Context: an optimization exercise on an open-source flow, tuned for small area and a short achievable clock period. The choices shown serve that exercise and are no tape-out recipe.
Only simulation tests tie the RTL to the original design; equivalence was not proved.
Power is estimated from default activity; no workload was simulated.

[design/flow/config.mk]
export PLATFORM = sky130hd
export DESIGN_NAME = axi4s2v
export DESIGN_NICKNAME = axi4s2v
export VERILOG_FILES = /design/flow/design.v
export SDC_FILE = /design/flow/constraint.sdc
export NUM_CORES = 4
export LEC_CHECK = 0
export CAP_MARGIN = 20
export CORE_MARGIN = 2
export CORE_UTILIZATION = 40
export SLEW_MARGIN = 20
[design/flow/constraint.sdc]
create_clock -name core_clock -period 3.3 [get_ports {pclk}]
set_input_delay 0.6600 -clock core_clock [delete_from_list [all_inputs] [get_ports {pclk}]]
set_output_delay 0.6600 -clock core_clock [all_outputs]
set_load 0.01 [all_outputs]
[design/flow/design.v]
`default_nettype none
package axis_pkg;
   typedef logic [32-1:0]    axis_word_t;
   typedef logic [5-1:0] fifo_addr_t;
   typedef logic [5:0]   fifo_lvl_t;
endpackage
`default_nettype wire
`default_nettype none
package video_pkg;
   typedef logic [8-1:0]                pixel_t;
   typedef logic [10-1:0]                line_cnt_t;
   typedef logic [$clog2(4)-1:0] px_sel_t;
   typedef logic [4:0]                              vcnv_sts_t;
   typedef enum logic [3:0] {
      VOTM_IDLE,
      VOTM_FSTR,
      VOTM_FVBLK,
      VOTM_HSTR,
      VOTM_HACT,
      VOTM_HEND,
      VOTM_HBLK,
      VOTM_BVBLK,
      VOTM_FEND
   } votm_state_t;
endpackage
`default_nettype wire
`default_nettype none
module stream_fifo (
   input  logic                 pclk,
   input  logic                 prst_n,
   input  logic                 i_push,
   input  axis_pkg::axis_word_t i_wdata,
   output logic                 o_full,
   input  logic                 i_pop,
   output axis_pkg::axis_word_t o_rdata,
   output logic                 o_empty,
   output axis_pkg::fifo_lvl_t  o_level
);
   axis_pkg::axis_word_t mem [2**5];
   axis_pkg::fifo_addr_t wptr;
   axis_pkg::fifo_addr_t rptr;
   axis_pkg::fifo_lvl_t  lvl;
   logic       wr_en;
   logic       rd_en;
   assign o_full   = lvl[5];
   assign o_empty = (lvl == '0);
   assign o_level = lvl;
   assign wr_en = i_push & ~o_full;
   assign rd_en = i_pop & ~o_empty;
   always_ff @(posedge pclk) begin
      if (wr_en) begin
         mem[wptr] <= i_wdata;
      end
      if (rd_en) begin
         o_rdata <= mem[rptr];
      end
   end
   always_ff @(posedge pclk) begin
      if (!prst_n) begin
         wptr <= '0;
         rptr <= '0;
         lvl  <= '0;
      end else begin
         if (wr_en) begin
            wptr <= wptr + 1'b1;
         end
         if (rd_en) begin
            rptr <= rptr + 1'b1;
         end
         case ({wr_en, rd_en})
            2'b10:   lvl <= lvl + 1'b1;
            2'b01:   lvl <= lvl - 1'b1;
            default: lvl <= lvl;
         endcase
      end
   end
endmodule
`default_nettype wire
`default_nettype none
module vin_tracker (
   input  logic pclk,
   input  logic prst_n,
   input  logic i_fstr,
   input  logic i_vstr,
   input  logic i_vend,
   input  logic i_fend,
   output logic o_fblk,
   output logic o_bblk,
   output logic o_sync
);
   always_ff @(posedge pclk) begin
      if (!prst_n) begin
         o_fblk <= 1'b0;
         o_bblk <= 1'b0;
         o_sync <= 1'b0;
      end else begin
         o_fblk <= (o_fblk | i_fstr) & ~i_vstr;
         o_bblk <= (o_bblk | i_vend) & ~i_fend;
         o_sync <= (o_sync | i_fend) & ~i_fstr;
      end
   end
endmodule
`default_nettype wire
`default_nettype none
module vout_timing (
   input  logic                  pclk,
   input  logic                  prst_n,
   input  logic                  i_fstr,
   input  logic                  i_fend,
   input  logic                  i_vstr,
   input  logic                  i_vend,
   input  logic                  i_hstr,
   input  logic                  i_hend,
   input  logic                  i_fblk,
   input  logic                  i_bblk,
   input  logic                  i_sync,
   input  logic                  i_pop_cyc_str,
   input  logic                  i_fifo_empty,
   input  axis_pkg::fifo_lvl_t   i_fifo_level,
   output logic                  o_pop_vld,
   output logic                  o_pop_str,
   output logic                  o_fstr,
   output logic                  o_fend,
   output logic                  o_vstr,
   output logic                  o_vend,
   output logic                  o_hstr,
   output logic                  o_hend,
   output logic                  o_href,
   output video_pkg::vcnv_sts_t  o_vcnv_sts
);
   video_pkg::votm_state_t                state;
   video_pkg::votm_state_t                state_nxt;
   logic [2-1:0] pop_str_q;
   logic [2-1:0] hend_q;
   logic                       pop2vo_sig;
   logic                       hacto_end;
   logic                       pop_vstr;
   logic                       pop_hstr;
   logic                       hend_pend;
   logic                       hend_line;
   logic                       pop_close;
   logic                       pop_cyc_q;
   video_pkg::line_cnt_t                  vo_line;
   logic                       fifo_rdy;
   logic                       sts_nordy;
   logic                       sts_empty;
   logic                       sts_udf;
   logic                       sts_noeof;
   assign pop_vstr  = (state == video_pkg::VOTM_FVBLK) & i_fblk & i_vstr & fifo_rdy;
   assign pop_hstr  = i_hstr & (((state == video_pkg::VOTM_FVBLK) & ~i_fblk) |
                                (state == video_pkg::VOTM_HEND) | (state == video_pkg::VOTM_HBLK));
   assign o_pop_str = pop_vstr | pop_hstr;
   assign hend_line = i_hend | hend_pend;
   assign pop_close = o_pop_vld & hend_line & i_pop_cyc_str;
   assign pop2vo_sig = pop_str_q[2-1];
   assign hacto_end  = hend_q[2-1];
   always_comb begin
      state_nxt = state;
      case (state)
         video_pkg::VOTM_IDLE:  if (i_fstr) state_nxt = video_pkg::VOTM_FSTR;
         video_pkg::VOTM_FSTR:  state_nxt = video_pkg::VOTM_FVBLK;
         video_pkg::VOTM_FVBLK: begin
            if (pop2vo_sig) state_nxt = video_pkg::VOTM_HSTR;
            else if (i_fend) state_nxt = video_pkg::VOTM_FEND;
         end
         video_pkg::VOTM_HSTR:  state_nxt = video_pkg::VOTM_HACT;
         video_pkg::VOTM_HACT:  if (hacto_end) state_nxt = video_pkg::VOTM_HEND;
         video_pkg::VOTM_HEND: begin
            if (i_bblk & ~i_fend) state_nxt = video_pkg::VOTM_BVBLK;
            else if (i_sync | i_fend) state_nxt = video_pkg::VOTM_FEND;
            else state_nxt = video_pkg::VOTM_HBLK;
         end
         video_pkg::VOTM_HBLK: begin
            if (pop2vo_sig) state_nxt = video_pkg::VOTM_HSTR;
            else if (i_fend) state_nxt = video_pkg::VOTM_FEND;
         end
         video_pkg::VOTM_BVBLK: if (i_fend) state_nxt = video_pkg::VOTM_FEND;
         video_pkg::VOTM_FEND:  state_nxt = i_fstr ? video_pkg::VOTM_FSTR : video_pkg::VOTM_IDLE;
         default:    state_nxt = video_pkg::VOTM_IDLE;
      endcase
   end
   assign o_fstr = (state == video_pkg::VOTM_FSTR);
   assign o_fend = (state == video_pkg::VOTM_FEND);
   assign o_hstr = (state == video_pkg::VOTM_HSTR);
   assign o_hend = (state == video_pkg::VOTM_HEND);
   assign o_href = (state == video_pkg::VOTM_HSTR) | (state == video_pkg::VOTM_HACT) | (state == video_pkg::VOTM_HEND);
   assign o_vend = o_hend & (i_bblk | i_sync);
   assign o_vcnv_sts = {sts_noeof, sts_udf, sts_empty, sts_nordy, fifo_rdy};
   always_ff @(posedge pclk) begin
      if (!prst_n) begin
         state     <= video_pkg::VOTM_IDLE;
         o_pop_vld <= 1'b0;
         hend_pend <= 1'b0;
         pop_str_q <= '0;
         hend_q    <= '0;
         pop_cyc_q <= 1'b0;
         vo_line   <= '0;
         o_vstr    <= 1'b0;
         fifo_rdy  <= 1'b0;
         sts_nordy <= 1'b0;
         sts_empty <= 1'b0;
         sts_udf   <= 1'b0;
         sts_noeof <= 1'b0;
      end else begin
         state     <= state_nxt;
         o_pop_vld <= (o_pop_str | o_pop_vld) & ~pop_close;
         hend_pend <= o_pop_vld & hend_line & ~i_pop_cyc_str;
         pop_str_q <= {pop_str_q[2-2:0], o_pop_str};
         hend_q    <= {hend_q[2-2:0], i_hend};
         pop_cyc_q <= i_pop_cyc_str;
         if (o_fstr) begin
            vo_line <= '0;
         end else if (o_hstr && vo_line != '1) begin
            vo_line <= vo_line + 1'b1;
         end
         o_vstr    <= (state_nxt == video_pkg::VOTM_HSTR) & (vo_line == '0);
         fifo_rdy  <= (fifo_rdy |
                       (i_fifo_level > axis_pkg::fifo_lvl_t'(8))) & ~o_vend;
         sts_nordy <= (sts_nordy | (i_hstr & ~fifo_rdy)) & ~i_fend;
         sts_empty <= (sts_empty | (i_hstr & i_fifo_empty)) & ~i_fend;
         sts_udf   <= (sts_udf | (o_pop_vld & pop_cyc_q & i_fifo_empty)) & ~i_fend;
         sts_noeof <= (sts_noeof | (i_fend & ~i_bblk)) & ~i_vend;
      end
   end
endmodule
`default_nettype wire
`default_nettype none
module pixel_unpack (
   input  logic              pclk,
   input  logic              prst_n,
   input  logic              i_pop_vld,
   input  logic              i_pop_str,
   output logic              o_pop,
   input  axis_pkg::axis_word_t i_rdata,
   input  logic              i_empty,
   output logic              o_pop_cyc_str,
   output video_pkg::pixel_t o_pdat
);
   video_pkg::px_sel_t px_cnt;
   video_pkg::px_sel_t px_cnt_nxt;
   video_pkg::px_sel_t px_sel_q;
   video_pkg::pixel_t  px_muxd;
   always_comb begin
      px_cnt_nxt = px_cnt;
      if (i_pop_str) begin
         px_cnt_nxt = '0;
      end else if (i_pop_vld) begin
         px_cnt_nxt = px_cnt + 1'b1;
      end
   end
   assign o_pop_cyc_str = (px_cnt_nxt == '0);
   assign o_pop = i_pop_vld & (px_cnt == '0) & ~i_empty;
   assign px_muxd = i_rdata[px_sel_q * 8 +: 8];
   always_ff @(posedge pclk) begin
      if (!prst_n) begin
         px_cnt   <= '0;
         px_sel_q <= '0;
      end else begin
         px_cnt   <= px_cnt_nxt;
         px_sel_q <= px_cnt;
      end
   end
   always_ff @(posedge pclk) begin
      o_pdat <= px_muxd;
   end
endmodule
`default_nettype wire
`default_nettype none
module axi4s2v (
   input  logic                  pclk,
   input  logic                  prst_n,
   input  axis_pkg::axis_word_t  tdata,
   input  logic                  tvalid,
   input  logic                  tlast,
   output logic                  tready,
   output logic                  tuser,
   input  logic                  i_fstr,
   input  logic                  i_fend,
   input  logic                  i_vstr,
   input  logic                  i_vend,
   input  logic                  i_hstr,
   input  logic                  i_hend,
   input  logic                  i_href,
   output logic                  o_fstr,
   output logic                  o_fend,
   output logic                  o_vstr,
   output logic                  o_vend,
   output logic                  o_hstr,
   output logic                  o_hend,
   output logic                  o_href,
   output video_pkg::pixel_t     o_pdat,
   output video_pkg::vcnv_sts_t  o_vcnv_sts
);
   logic fifo_full;
   logic fifo_push;
   logic in_fblk;
   logic in_bblk;
   logic in_sync;
   logic pop_vld;
   logic pop_str;
   logic pop_cyc_str;
   logic                 fifo_pop;
   axis_pkg::axis_word_t fifo_rdata;
   logic                 fifo_empty;
   axis_pkg::fifo_lvl_t  fifo_level;
   assign tready    = ~fifo_full;
   assign fifo_push = tvalid & tready;
   assign tuser     = o_fstr;
   stream_fifo fifo (
      .pclk    (pclk),
      .prst_n  (prst_n),
      .i_push  (fifo_push),
      .i_wdata (tdata),
      .o_full  (fifo_full),
      .i_pop   (fifo_pop),
      .o_rdata (fifo_rdata),
      .o_empty (fifo_empty),
      .o_level (fifo_level)
   );
   vin_tracker vin_trk (
      .pclk   (pclk),
      .prst_n (prst_n),
      .i_fstr (i_fstr),
      .i_vstr (i_vstr),
      .i_vend (i_vend),
      .i_fend (i_fend),
      .o_fblk (in_fblk),
      .o_bblk (in_bblk),
      .o_sync (in_sync)
   );
   vout_timing vout_tm (
      .pclk          (pclk),
      .prst_n        (prst_n),
      .i_fstr        (i_fstr),
      .i_fend        (i_fend),
      .i_vstr        (i_vstr),
      .i_vend        (i_vend),
      .i_hstr        (i_hstr),
      .i_hend        (i_hend),
      .i_fblk        (in_fblk),
      .i_bblk        (in_bblk),
      .i_sync        (in_sync),
      .i_pop_cyc_str (pop_cyc_str),
      .i_fifo_empty  (fifo_empty),
      .i_fifo_level  (fifo_level),
      .o_pop_vld     (pop_vld),
      .o_pop_str     (pop_str),
      .o_fstr        (o_fstr),
      .o_fend        (o_fend),
      .o_vstr        (o_vstr),
      .o_vend        (o_vend),
      .o_hstr        (o_hstr),
      .o_hend        (o_hend),
      .o_href        (o_href),
      .o_vcnv_sts    (o_vcnv_sts)
   );
   pixel_unpack unpack (
      .pclk          (pclk),
      .prst_n        (prst_n),
      .i_pop_vld     (pop_vld),
      .i_pop_str     (pop_str),
      .o_pop         (fifo_pop),
      .i_rdata       (fifo_rdata),
      .i_empty       (fifo_empty),
      .o_pop_cyc_str (pop_cyc_str),
      .o_pdat        (o_pdat)
   );
endmodule
`default_nettype wire
[design/flow/run.sh]
#!/bin/bash
# synth_recipe.tcl (not shown) runs the flow's synth.tcl, then flattens the netlist and writes it again
# the make line also repeats each setting of config.mk as NAME=value (left out here)
make -C /OpenROAD-flow-scripts/flow DESIGN_CONFIG=/design/flow/config.mk WORK_HOME=/design/flow/orfs CLKGATE_MAP_FILE= SYNTH_SCRIPT=/design/flow/synth_recipe.tcl finish
==> results.txt <==
-- cells in the final DEF (no fill, tap or decap), drive strengths merged, types with 3 or more instances in the layout --
cell,instances
edfxtp,1056
mux4,200
buf,152
clkbuf,136
mux2i,131
a21oi,75
nor2,61
dfxtp,58
clkdlybuf4s50,56
clkinv,45
a22oi,42
o22ai,32
o221ai,31
a22o,27
a2111oi,27
nand2,23
inv,20
bufinv,18
nor3,18
ha,13
o21ai,12
a211oi,10
nor2b,10
nand3,9
nand2b,8
nand3b,8
nand4,8
and2,7
xor2,6
xnor2,5
and3,5
or4,5
nor4b,5
nor3b,5
or3,4
a31oi,4
o21a,3
and4,3
o31ai,3
o211ai,3
-- where the power goes --
part | total [uW] | internal, uW | switching (uW)
registers | 15600 | 15600 | 58.2
logic | 1010 | 414 | 592
clock network | 12900 | 7680 | 5240
total | 29600 | 23700 | 5890
-- cells in the mapped netlist (8+ instances only) --
cell       number  area share, %
a2111oi_2      20           0.70
a211oi_1       10           0.17
a21oi_1        75           0.87
a22o_1         27           0.55
a22oi_1        42           0.73
buf_2          20           0.23
buf_4          22           0.38
buf_6          13           0.34
clkbuf_1       57           0.50
dfxtp_1        58            2.7
edfxtp_1     1056             74
ha_1           13           0.38
inv_1          17           0.15
mux2i_1       131            3.1
mux4_1         34            2.1
mux4_2        166            8.7
nand2_1        23           0.20
nand2b_1        8           0.12
nand3b_1        8           0.14
nand4_1         8           0.12
nor2_1         61           0.53
nor2b_1        10           0.15
nor3_1         18           0.21
o21ai_0        12           0.14
o221ai_1       31           0.63
o22ai_1        32           0.47
-- metrics by stage --
stage	area [um2]	worst slack, ns
floorplan	43000	0.171
global placement	46500	0.156
detailed placement	46500	0.143
CTS	50300	0.0672
global route	50300	0.0502
finish	50300	0.179
-- timing repair --
item / in CTS / in global routing
cloned: 0 / 0
resized for setup: 1 / 1
hold buffers: 0 / 0
endpoints found under the setup margin: 2 / 1
-- critical path, cell delays in order, from the launching register on --
cell and delay [ns]:
dfxtp_1 0.60, nand2b_1 0.17, nor3b_2 0.26, o21a_1 0.22
clkdlybuf4s50_1 0.55
-- sequential cells by signal, indices dropped and copies added, names as in the netlist, 2 cells and up --
name,flops
fifo.lvl,6
fifo.mem,1024
fifo.o_rdata,32
fifo.rptr,5
fifo.wptr,5
unpack.o_pdat,8
unpack.px_cnt,2
unpack.px_sel_q,2
vout_tm.hend_q,2
vout_tm.pop_str_q,2
vout_tm.state,4
vout_tm.vo_line,10
-- kinds of logic after synthesis --
logic type | Yosys count
and+or+nand+nor | 187
xor gates and xnor gates | 11
DFF | 1114
adders and majority gates | 14
buffers and inverters | 139
muxes | 331
AOI/OAI and AO/OA | 279
-- layer usage --
layer / vias to the layer above / wire (um) / track usage [%] / part of all wire [%]
li1: 9129 / - / - / -
met1: 11448 / 43800 / 26.2 / 42
met2: 807 / 51500 / 31.1 / 49
met3: 122 / 6830 / 3.05 / 6.6
met4: 0 / 1900 / 4.57 / 1.8
met5: - / 0 / 0 / 0
-- path summary, 6_finish.rpt --
check / from / cells after the start / end / slack, ns
hold reg to reg: vout_tm.hend_q[0]$_SDFF_PN0_ / 1 / vout_tm.hend_q[1]$_SDFF_PN0_ / 0.43
hold / removal: vout_tm.hend_q[0]$_SDFF_PN0_ / 1 / vout_tm.hend_q[1]$_SDFF_PN0_ / 0.43
setup / recovery: vout_tm.state[2]$_SDFF_PN0_ / 4 / o_vend / 0.18
setup reg to reg: fifo.rptr[0]$_SDFFE_PN0P_ / 6 / fifo.o_rdata[0]$_DFFE_PP_ / 0.51
-- final cells by class --
class	instances	area, um2
Antenna cell	2	5.00
Clock buffer	135	2920
Clock inverter	66	838
Fill cell	8664	56500
Inverter	19	71.3
Multi-Input combinational cell	822	9610
Sequential cell	1114	32900
Tap cell	1403	1760
Timing Repair Buffer	209	2180
==> flow_summary.yaml <==
status:
  status: "complete, no violations"
critical_path:
  crit_path_end_kind: "output pin"
  criticalPathCategory: "flip-flop to output pin"
  critPathMaxFanout: 12
  crit_arrival_ns: 2.46
  cp-start-kind: "flip-flop"
  cp_data_required_time_ns: 2.64
timing:
  tightestPinTransition_ns: 1.10
  fin_skew_ns: 0.0341
  finalHoldViolations: 0
  slew_headroom_pct: 26.4
  setup_viol: 0
  rsz0062_at_grt: "false"
  period_share_pct: 94.6
  timing.hold.ws_ns: 0.430
  fmax_mhz: 320
  post-route-min-period_ns: 3.12
  fin_setup_tns_ns: 0
  finalMaxSlewViolations: 0
clock_tree:
  clk_latency_ns: 0.69
  clockBufferDepth: 3
  clk_transition_reported_paths_ns: 0.06
  cts_tree: "done"
  post_cts.repair.setup_buffers: 0
  clock_sinks: 1114
  htreeDepth: 3
  cts_root_buf: "clkbuf_16"
  numCtsBuffers: 110
detailed_routing:
  drc: 0
  wirelength_um: 104000
  wl_per_cell_um: 27.6
  num_vias: 21506
  drt_iter0_drc: 2287
  detail-route-antenna-nets: 0
  firstDrtPassIters: 9
  vias_per_cell: 5.70
cells_and_area:
  final_core_utilization_pct: 47.1
  layout.cells.non_filler: 3770
  layout-drive-gt1-share_pct: 23.3
  areaGrowthSynthToFinish_pct: 17.0
  finalNetCount: 2333
global_routing:
  grt_pass1_wl_um: 152000
  grt-ovfl-total: 0
  grt_pass1_vias: 21834
  antenna_found_initial: 6
  track_usage_pct: 18.8
  grt_max_degree: 52
logic_synthesis:
  yosys.area_share.adder_pct: 0.425
  yosys_warnings: 4
  ys.flop_type: "edfxtp_1"
  synth_seq_cells: 1114
  syn_nets: 2132
  synth_edf_count: 1056
  synth_top_family_by_area: "multiplexers"
  synth_compound_area_share_pct: 4.84
  synth-simple-area-share_pct: 2.32
  synth-xor-area-share_pct: 0.224
  ys_types: 62
  syn_inst: 2075
  syn_area_um2: 43000
  syn_avg_cell_area_um2: 20.7
  seq_area_frac_synth_pct: 76.5
  yosys-mux-area-fraction_pct: 13.8
  async_flop_share_pct: 0
placed_design:
  port_buffers: 62
  placedCellCount: 3567
  place.gp.congestion: 0.785
  hpwl_um: 60900
die:
  die_h_um: 332
  row_count: 120
  start_util_pct: 40.2
  core_um2: 107000
  die_x_um: 332
  ioPinCount: 65
  dieArea_um2: 110000
power:
  power_uw: 29600
  p_per_area_nw_per_um2: 588
  p_leak_uw: 0.0153
  ir_drop_v: 0.000489
hold_path:
  hp-class: "flip-flop to flip-flop"
job:
  drv_cap: 0

-- re-timing with driven ports --
No port has a modelled driver above. Below, the same layout with a new extraction and two added sets of constraints. Step 1 sets driving cells, clkbuf_16 on the clock port and buf_2 on the other inputs (assumed; they add their load-dependent delay and slew). Step 2, shift: input delay + t, output delay - t, t = (earliest + latest rising clock arrival at the registers) / 2. This alone moves slack from input paths to output paths. Three values: no drivers, after step 1, after step 2; two values: the first two.
shift t [ns]: 0.750
setup slack, ns: 0.179 / 0.104 / 0.130
slew at the worst register clock pin (ns): 0.07 / 0.07
worst slew at a driven data input, ns: 0.16
After both steps setup and hold are still met in this run. The setup slack of this run moves by -0.075 ns with the drivers and by -0.049 ns with both steps.
